Source: an optimization exercise on an open RTL-to-GDS flow (aim: small area). Production flows keep margins and buffers that such runs may drop. The RTL was checked by simulation tests, not by an equivalence proof against the original design. Power is estimated from default activity; no workload was simulated.

==> design/flow/design.v <==
package c4_pkg;
	typedef logic [1:0]  piece_t;      
	typedef logic [2:0]  col_t;
	typedef logic [2:0]  row_t;        
	typedef logic [5:0]  cell_idx_t;   
	typedef logic [2:0]  height_t;     
	typedef logic [97:0] board_t;      
	typedef logic [7:0]  pix_x_t;
	typedef logic [6:0]  pix_y_t;
	typedef logic [2:0]  color_t;      
	typedef logic [9:0]  apb_addr_t;
	typedef logic [31:0] apb_data_t;
	typedef enum logic [0:0] {
		IDLE,
		DRAW
	} plot_state_t;
	localparam int NUM_COLS  = 7;
	localparam int NUM_ROWS  = 7;
	localparam int NUM_CELLS = NUM_COLS * NUM_ROWS;
	localparam int WIN_LEN   = 4;
	localparam int CELL_PIX = 6;
	localparam int ORIGIN_X = 8;
	localparam int PITCH_X  = 22;
	localparam int ORIGIN_Y = 5;
	localparam int PITCH_Y  = 16;
	localparam color_t COLOR_P1 = 3'b100;   
	localparam color_t COLOR_P2 = 3'b001;   
	localparam piece_t PIECE_EMPTY = 2'd0;
	localparam piece_t PIECE_P1    = 2'd1;
	localparam piece_t PIECE_P2    = 2'd2;
	localparam apb_addr_t REG_MOVE      = 10'h000;
	localparam apb_addr_t REG_STATUS    = 10'h004;
	localparam apb_addr_t REG_CELL_BASE = 10'h080;
endpackage
`timescale 1ns/1ps
import c4_pkg::*;
module c4_apb_regs (
	input  logic              clk,
	input  logic              reset_n,
	input  logic              psel,
	input  logic              penable,
	input  logic              pwrite,
	input  logic [9:0] paddr,
	input  logic [31:0] pwdata,
	output logic [31:0] prdata,
	output logic              pready,
	output logic              pslverr,
	output logic              move_req,
	output logic [2:0]      move_col,
	input  logic              move_ok,
	input  logic [97:0]    board,
	input  logic [1:0]    turn,
	input  logic [1:0]    winner,
	input  logic              busy
);
	logic      access;
	logic [9:0] cell_off;
	logic [5:0] cell_idx;
	logic      cell_hit;
	logic [31:0] status_word;
	logic [1:0]    cell_val;
	assign access = psel && penable;   
	assign move_req = access && pwrite && (paddr == REG_MOVE);
	assign move_col = pwdata[2:0];
	assign pready = 1'b1;
	assign pslverr = move_req && !move_ok;
	assign status_word = 32'({winner, turn, busy});   
	assign cell_off = paddr - REG_CELL_BASE;
	assign cell_idx = cell_off[7:2];
	always_comb begin
		cell_hit = (paddr >= REG_CELL_BASE);
		if (cell_off[9:8] != 2'b00) begin
			cell_hit = 1'b0;   
		end
		if (cell_off[1:0] != 2'b00) begin
			cell_hit = 1'b0;
		end
		if (int'(cell_idx) >= NUM_CELLS) begin
			cell_hit = 1'b0;
		end
	end
	assign cell_val = board[{cell_idx, 1'b0} +: 2];
	always_comb begin
		prdata = '0;   
		if (paddr == REG_STATUS) begin
			prdata = status_word;
		end else if (cell_hit) begin
			prdata = 32'(cell_val);
		end
	end
endmodule
`timescale 1ns/1ps
import c4_pkg::*;
module c4_board (
	input  logic           clk,
	input  logic           reset_n,
	input  logic           move_req,
	input  logic [2:0]   move_col,
	output logic           move_ok,
	input  logic           busy,
	input  logic           game_over,
	output logic [97:0] board,
	output logic [1:0] turn,
	output logic           placed,
	output logic [2:0]   placed_col,
	output logic [2:0]   placed_row,
	output logic [1:0] placed_piece
);
	logic [2:0]   heights [NUM_COLS];   
	logic      col_ok;
	logic [2:0]      sel_col;
	logic [2:0]   sel_height;
	logic      col_full;
	logic [2:0]      land_row;
	logic [5:0] land_idx;
	logic      accept;
	assign col_ok  = (int'(move_col) < NUM_COLS);
	assign sel_col = col_ok ? move_col : '0;   
	assign sel_height = heights[sel_col];
	assign col_full   = (int'(sel_height) == NUM_ROWS);
	assign land_row = 3'(NUM_ROWS - 1) - sel_height;
	assign land_idx = 6'(int'(land_row) * NUM_COLS + int'(sel_col));
	assign move_ok = col_ok && !col_full && !busy && !game_over && !placed;
	assign accept  = move_req && move_ok;
	always_ff @(posedge clk) begin
		if (!reset_n) begin
			board  <= '0;
			turn   <= PIECE_P1;   
			placed <= 1'b0;
			for (int c = 0; c < NUM_COLS; c++) begin
				heights[c] <= '0;
			end
		end else begin
			placed <= accept;
			if (accept) begin
				board[{land_idx, 1'b0} +: 2] <= turn;
				heights[sel_col] <= sel_height + 3'd1;
				turn <= (turn == PIECE_P1) ? PIECE_P2 : PIECE_P1;
			end
		end
	end
	always_ff @(posedge clk) begin
		if (accept) begin
			placed_col   <= sel_col;
			placed_row   <= land_row;
			placed_piece <= turn;
		end
	end
endmodule
`timescale 1ns/1ps
import c4_pkg::*;
module c4_win_check (
	input  logic           clk,
	input  logic           reset_n,
	input  logic [97:0] board,
	output logic [1:0] winner,
	output logic           game_over
);
	logic [1:0] scan;   
	function automatic [1:0] cell_at(input logic [97:0] b, input int r, input int c);
		cell_at = b[2 * (r * NUM_COLS + c) +: 2];
	endfunction
	function automatic [1:0] window(
		input logic [97:0] b,
		input int     r,
		input int     c,
		input int     dr,
		input int     dc
	);
		logic [1:0] first;
		logic   same;
		first = cell_at(b, r, c);
		same  = (first != PIECE_EMPTY);
		for (int i = 1; i < WIN_LEN; i++) begin
			if (cell_at(b, r + i * dr, c + i * dc) != first) begin
				same = 1'b0;
			end
		end
		window = same ? first : PIECE_EMPTY;
	endfunction
	always_comb begin
		scan = PIECE_EMPTY;
		for (int r = 0; r < NUM_ROWS; r++) begin
			for (int c = 0; c < NUM_COLS; c++) begin
				if (scan == PIECE_EMPTY && c <= NUM_COLS - WIN_LEN) begin
					scan = window(board, r, c, 0, 1);   
				end
				if (scan == PIECE_EMPTY && r <= NUM_ROWS - WIN_LEN) begin
					scan = window(board, r, c, 1, 0);   
				end
				if (scan == PIECE_EMPTY && r <= NUM_ROWS - WIN_LEN &&
						c <= NUM_COLS - WIN_LEN) begin
					scan = window(board, r, c, 1, 1);   
				end
				if (scan == PIECE_EMPTY && r <= NUM_ROWS - WIN_LEN &&
						c >= WIN_LEN - 1) begin
					scan = window(board, r, c, 1, -1);   
				end
			end
		end
	end
	always_ff @(posedge clk) begin
		if (!reset_n) begin
			winner <= PIECE_EMPTY;
		end else if (winner == PIECE_EMPTY) begin
			winner <= scan;
		end
	end
	assign game_over = (winner != PIECE_EMPTY);
endmodule
`timescale 1ns/1ps
import c4_pkg::*;
module c4_cell_plotter (
	input  logic           clk,
	input  logic           reset_n,
	input  logic           placed,
	input  logic [2:0]   placed_col,
	input  logic [2:0]   placed_row,
	input  logic [1:0] placed_piece,
	output logic           busy,
	output logic           plot_valid,
	output logic [7:0] plot_x,
	output logic [6:0] plot_y,
	output logic [2:0] plot_color
);
	logic [0:0] state;
	logic [7:0]      org_x;   
	logic [6:0]      org_y;
	logic [2:0]      color_q;
	logic [2:0]  off_x;
	logic [2:0]  off_y;
	logic        start;
	assign start = (state == IDLE) && placed;
	always_ff @(posedge clk) begin
		if (!reset_n) begin
			state <= IDLE;
			off_x <= '0;
			off_y <= '0;
		end else begin
			case (state)
				IDLE: begin
					off_x <= '0;
					off_y <= '0;
					if (placed) state <= DRAW;
				end
				DRAW: begin
					if (int'(off_x) == CELL_PIX - 1) begin
						off_x <= '0;   
						if (int'(off_y) == CELL_PIX - 1) begin
							off_y <= '0;
							state <= IDLE;   
						end else begin
							off_y <= off_y + 3'd1;
						end
					end else begin
						off_x <= off_x + 3'd1;
					end
				end
				default: state <= IDLE;
			endcase
		end
	end
	always_ff @(posedge clk) begin
		if (start) begin
			org_x   <= 8'(ORIGIN_X + int'(placed_col) * PITCH_X);
			org_y   <= 7'(ORIGIN_Y + int'(placed_row) * PITCH_Y);
			color_q <= (placed_piece == PIECE_P1) ? COLOR_P1 : COLOR_P2;
		end
	end
	assign busy       = (state == DRAW);
	assign plot_valid = (state == DRAW);
	assign plot_x     = org_x + 8'(off_x);
	assign plot_y     = org_y + 7'(off_y);
	assign plot_color = color_q;
endmodule
`timescale 1ns/1ps
import c4_pkg::*;
module connect4_top (
	input  logic              clk,
	input  logic              reset_n,
	input  logic              psel,
	input  logic              penable,
	input  logic              pwrite,
	input  logic [9:0] paddr,
	input  logic [31:0] pwdata,
	output logic [31:0] prdata,
	output logic              pready,
	output logic              pslverr,
	output logic              plot_valid,
	output logic [7:0]    plot_x,
	output logic [6:0]    plot_y,
	output logic [2:0]    plot_color
);
	logic   move_req;
	logic [2:0]   move_col;
	logic   move_ok;
	logic [97:0] board;
	logic [1:0] turn;
	logic [1:0] winner;
	logic   game_over;
	logic   busy;
	logic   placed;
	logic [2:0]   placed_col;
	logic [2:0]   placed_row;
	logic [1:0] placed_piece;
	c4_apb_regs i_c4_apb_regs (.clk, .reset_n, .psel, .penable, .pwrite, .paddr,
		.pwdata, .prdata, .pready, .pslverr, .move_req, .move_col, .move_ok,
		.board, .turn, .winner, .busy);
	c4_board i_c4_board (.clk, .reset_n, .move_req, .move_col, .move_ok, .busy,
		.game_over, .board, .turn, .placed, .placed_col, .placed_row, .placed_piece);
	c4_win_check i_c4_win_check (.clk, .reset_n, .board, .winner, .game_over);
	c4_cell_plotter i_c4_cell_plotter (.clk, .reset_n, .placed, .placed_col,
		.placed_row, .placed_piece, .busy, .plot_valid, .plot_x, .plot_y, .plot_color);
endmodule
==> design/flow/run.sh <==
#!/bin/bash
# synth_recipe.tcl (not shown) runs the flow's synth.tcl, then flattens the netlist and writes it again
# the make line also repeats each setting of config.mk as NAME=value (left out here)
make -C /OpenROAD-flow-scripts/flow DESIGN_CONFIG=/design/flow/config.mk WORK_HOME=/design/flow/orfs CLKGATE_MAP_FILE= SYNTH_SCRIPT=/design/flow/synth_recipe.tcl finish
==> design/flow/config.mk <==
export PLATFORM = sky130hd
export DESIGN_NAME = connect4_top
export DESIGN_NICKNAME = connect4_top
export VERILOG_FILES = /design/flow/design.v
export SDC_FILE = /design/flow/constraint.sdc
export NUM_CORES = 4
export LEC_CHECK = 0
export CAP_MARGIN = 20
export CORE_MARGIN = 2
export CORE_UTILIZATION = 40
export SLEW_MARGIN = 20
==> design/flow/constraint.sdc <==
create_clock -name core_clock -period 10.0 [get_ports {clk}]
set_input_delay 2.0000 -clock core_clock [delete_from_list [all_inputs] [get_ports {clk}]]
set_output_delay 2.0000 -clock core_clock [all_outputs]
set_load 0.01 [all_outputs]
==> notes.md <==
[placed cells by master, fill, tap and decap left out, drive strengths merged, types with 30 or more instances in the layout]
| cell | n |
|---|---|
| a21boi | 55 |
| a21oi | 77 |
| a22oi | 64 |
| a31oi | 30 |
| and4 | 34 |
| buf | 53 |
| clkdlybuf4s50 | 39 |
| dfxtp | 113 |
| edfxtp | 38 |
| inv | 66 |
| mux4 | 33 |
| nand2 | 168 |
| nand3 | 81 |
| nand4 | 111 |
| nor2 | 78 |
| nor2b | 68 |
| nor3 | 39 |
| nor4 | 40 |
| o21ai | 64 |
| or4 | 67 |
[how the worst max path moves through the flow]
stage	slack [ps]	depth (start not counted)	to
after global placement	1390	19	i_c4_board.board[1]$_SDFFE_PN0P_
after detailed placement	1240	19	i_c4_board.board[1]$_SDFFE_PN0P_
after floorplan	2200	20	i_c4_board.board[0]$_SDFFE_PN0P_
after CTS	1650	19	i_c4_board.board[1]$_SDFFE_PN0P_
after global routing	1100	19	i_c4_board.board[1]$_SDFFE_PN0P_
final	1640	19	i_c4_board.board[1]$_SDFFE_PN0P_
[final cells by class]
type | instances | share of cell area [%]
sequential | 151 | 22.76
timing repair buffer | 92 | 5.237
clock inverter | 15 | 0.8951
tap | 455 | 3.806
multi-input combinational | 1395 | 63.00
clock buffer | 17 | 2.844
inverter | 58 | 1.456
[cells by family (layout without fill, tap and decap cells)]
logic type                 Yosys count  count (layout)  share of synthesized area [%]
and+or+nand+nor                    793             793                          31.66
AOI/OAI and AO/OA                  471             471                          23.99
buffers and inverters              295             182                          9.295
DFF                                151             151                          24.29
muxes                               42              42                          5.965
xor gates and xnor gates            31              31                          1.938
adders and majority gates           29              29                          2.804
other                                2              29                        0.05360
[metrics by stage]
| step | hold WS (ps) | std cells | worst slack [ps] |
|---|---|---|---|
| after floorplan | 400.3 | 1841 | 2201 |
| after global placement | 406.2 | 2151 | 1391 |
| after detailed placement | 404.5 | 2151 | 1239 |
| after CTS | 428.4 | 2183 | 1647 |
| after global routing | 437.5 | 2183 | 1098 |
| final | 426.9 | 2183 | 1638 |
[critical path, stage by stage]
cell             delay (ps)
clkdlybuf4s50_1         840
a21boi_1                320
mux4_2                  520
o21ai_0                 390
inv_1                   260
ha_1                    310
ha_1                    420
xnor2_1                 240
fa_1                    460
ha_1                    320
a21o_1                  160
a21oi_1                 240
xor2_1                  390
and3_1                  240
ha_1                    170
or4b_2                  580
or4_1                   550
mux2i_1                 180
nor2b_1                  60
[per-layer routing]
metal | part of all wire (%) | GRT usage [%] | vias up
met5 | 0 | 0 | -
met4 | 4.3 | 12.69 | 0
met3 | 9.5 | 4.902 | 166
met2 | 46 | 44.08 | 763
met1 | 41 | 35.63 | 6914
li1 | - | - | 6694
[registers in the layout, indices dropped and copies added, names as in the netlist]
register                   flops
i_c4_cell_plotter.org_y        3
i_c4_board.placed_row          3
i_c4_win_check.winner          2
i_c4_cell_plotter.color_q      2
i_c4_board.placed_piece        2
i_c4_board.placed              1
i_c4_cell_plotter.off_y        3
i_c4_cell_plotter.off_x        3
i_c4_board.board              98
i_c4_cell_plotter.state        1
i_c4_board.turn                2
i_c4_cell_plotter.org_x        7
i_c4_board.placed_col          3
i_c4_board.heights            21
[power breakdown]
| group | switching, mW | leakage [nW] | internal (mW) |
|---|---|---|---|
| clock | 0.286 | 0.270 | 0.328 |
| sequential | 0.000641 | 1.27 | 0.627 |
| combinational | 0.213 | 3.74 | 0.0966 |
| total | 0.500 | 5.28 | 1.05 |
==> notes.md <==
status=complete, no violations; reg2reg end=i_c4_board.board[1]$_SDFFE_PN0P_; RSZ-0062 raised after global routing=no; crit share post-route=a little over four fifths; cell taking the most area after synthesis=dfxtp_1; Fillers=between 3000 and 4000; Die Wd=between 150 and 200 um; ys async rst share=0%; Die Ht=~190 um; Mapped Cells=1814; min cycle time layout=8362 ps; H-Tree Depth=4; GRT Total Usage=27.39%; cell count of the worst reg-to-reg path=17; FF-to-FF setup slack=a little over 4000 ps; First DRT Iteration DRCs=between 1500 and 2000; antenna diode count=0; yosys warns=around 140; Reg clk slew, reported paths=about 70 ps; Routed WL=between 50 and 60 mm; Clock Tree Buf Depth=2; Avg Inst Size Synth=about 7.7 sq um; min-delay worst type=register to register; synthesized flop and latch total=151; Power Total=roughly 1.6 mW; Fin. Hold Viols=0; I/O pins=100; worst vdd ir=between 0.1 and 0.15 mV; Detailed Place HPWL=around 33 mm; worst slew pin tran=roughly 1100 ps; post-synthesis cell type count=just under 100; number of synthesized flops with an enable pin=38; Max Cap Violations=0; full die area=~37000 sq um; CTS Buf Count=17; setup TNS=0 ps; Clock Skews=between 15 and 20 ps; GRT overflow=0; maximum clock rate=0.1196 GHz; CP required=approximately 10000 ps; Synth area leaders=dfxtp_1 (16%), edfxtp_1 (8.1%), mux4_2 (5.3%); worst rel slew slack=between 20 and 30%; crit-path max FO=17; most frequent cell after synthesis=nand2_1; setup violators final=0; # clock sinks=151; Pwr per Cell Area=~100 nW/um^2; DR DRC count=0; Synth-to-Final Area Change=6.741%; Final Max Tran Viols=0; Worst Hold Launch=i_c4_board.placed_row[2]$_DFFE_PP_; fin util=a little over two fifths; R2R Path Start=i_c4_board.heights[2][0]$_SDFFCE_PN0P_; sequential area share after synthesis=24.29%; Min-Delay Endpoint=i_c4_cell_plotter.org_y[6]$_DFFE_PP_; Clock Latency Late Sink=about 430 ps; Placed Area=between 10000 and 15000 sq um; Critical Path Sink Type=register; Starting Density=between 40% and 50%; Multi-input gate area=approximately 9400 sq um; Min-Delay Path Depth=0; postcts setup bufs=0; first-pass GRT wire length=between 70 and 80 mm; largest net degree at the start of global routing=slightly below 70; layout cells sized above 1=approximately 9.0%; core box area=between 30000 and 40000 sq um; Final Cell Area=around 15000 sq um; Wirelength per Cell=around 23 um; hold buffers post-CTS=0; startpoint types=input port; drt pass-1 iters=6; FP Rows=68; initial antenna violation count=0; via-per-instance ratio=roughly 6.7; PortBufs=~40; register area=around 3400 sq um; routed via count=~15000; top-area cell type share of the netlist area=between 15 and 20%; P_leak=around 5.3 nW; TritonCTS clock tree=done; Clock Tree Root=clkbuf_16; vias in the first global route=about 14000; post-CTS sizing=0; Synth Flop Type=dfxtp_1; top cells by count, synth=nand2_1 (166), clkbuf_1 (150), dfxtp_1 (113); ANT nets after route=0; Mapped Area=14010 sq um; CP Data Arrival Time=around 8700 ps; kind of critical path=input port to register; Crit. Startpoint=pwdata[0]; # nets final=around 1800; gp weighted congestion=approximately 0.96

[what the ideal ports hide]
In the flow no input, the clock included, has a driving cell. The finished layout below was timed again as built, in two steps.
Step 1 sets driving cells, clkbuf_16 on the clock port and buf_2 on the other inputs (assumed; they add their load-dependent delay and slew).
Step 2, shift: input delay + t, output delay - t, t = (earliest + latest rising clock arrival at the registers) / 2. This alone moves slack from input paths to output paths.
Three values: no drivers, after step 1, after step 2; two values: the first two.
t, ns: 0.463
setup WS [ns]: 1.638 / 1.657 / 1.194
latest minus earliest clock arrival (ns): 0.017 / 0.016
slew at the worst register clock pin (ns): 0.07 / 0.07
After both steps this run still meets setup and hold. The setup slack of this run moves by +0.019 ns with the drivers and by -0.444 ns with both steps.
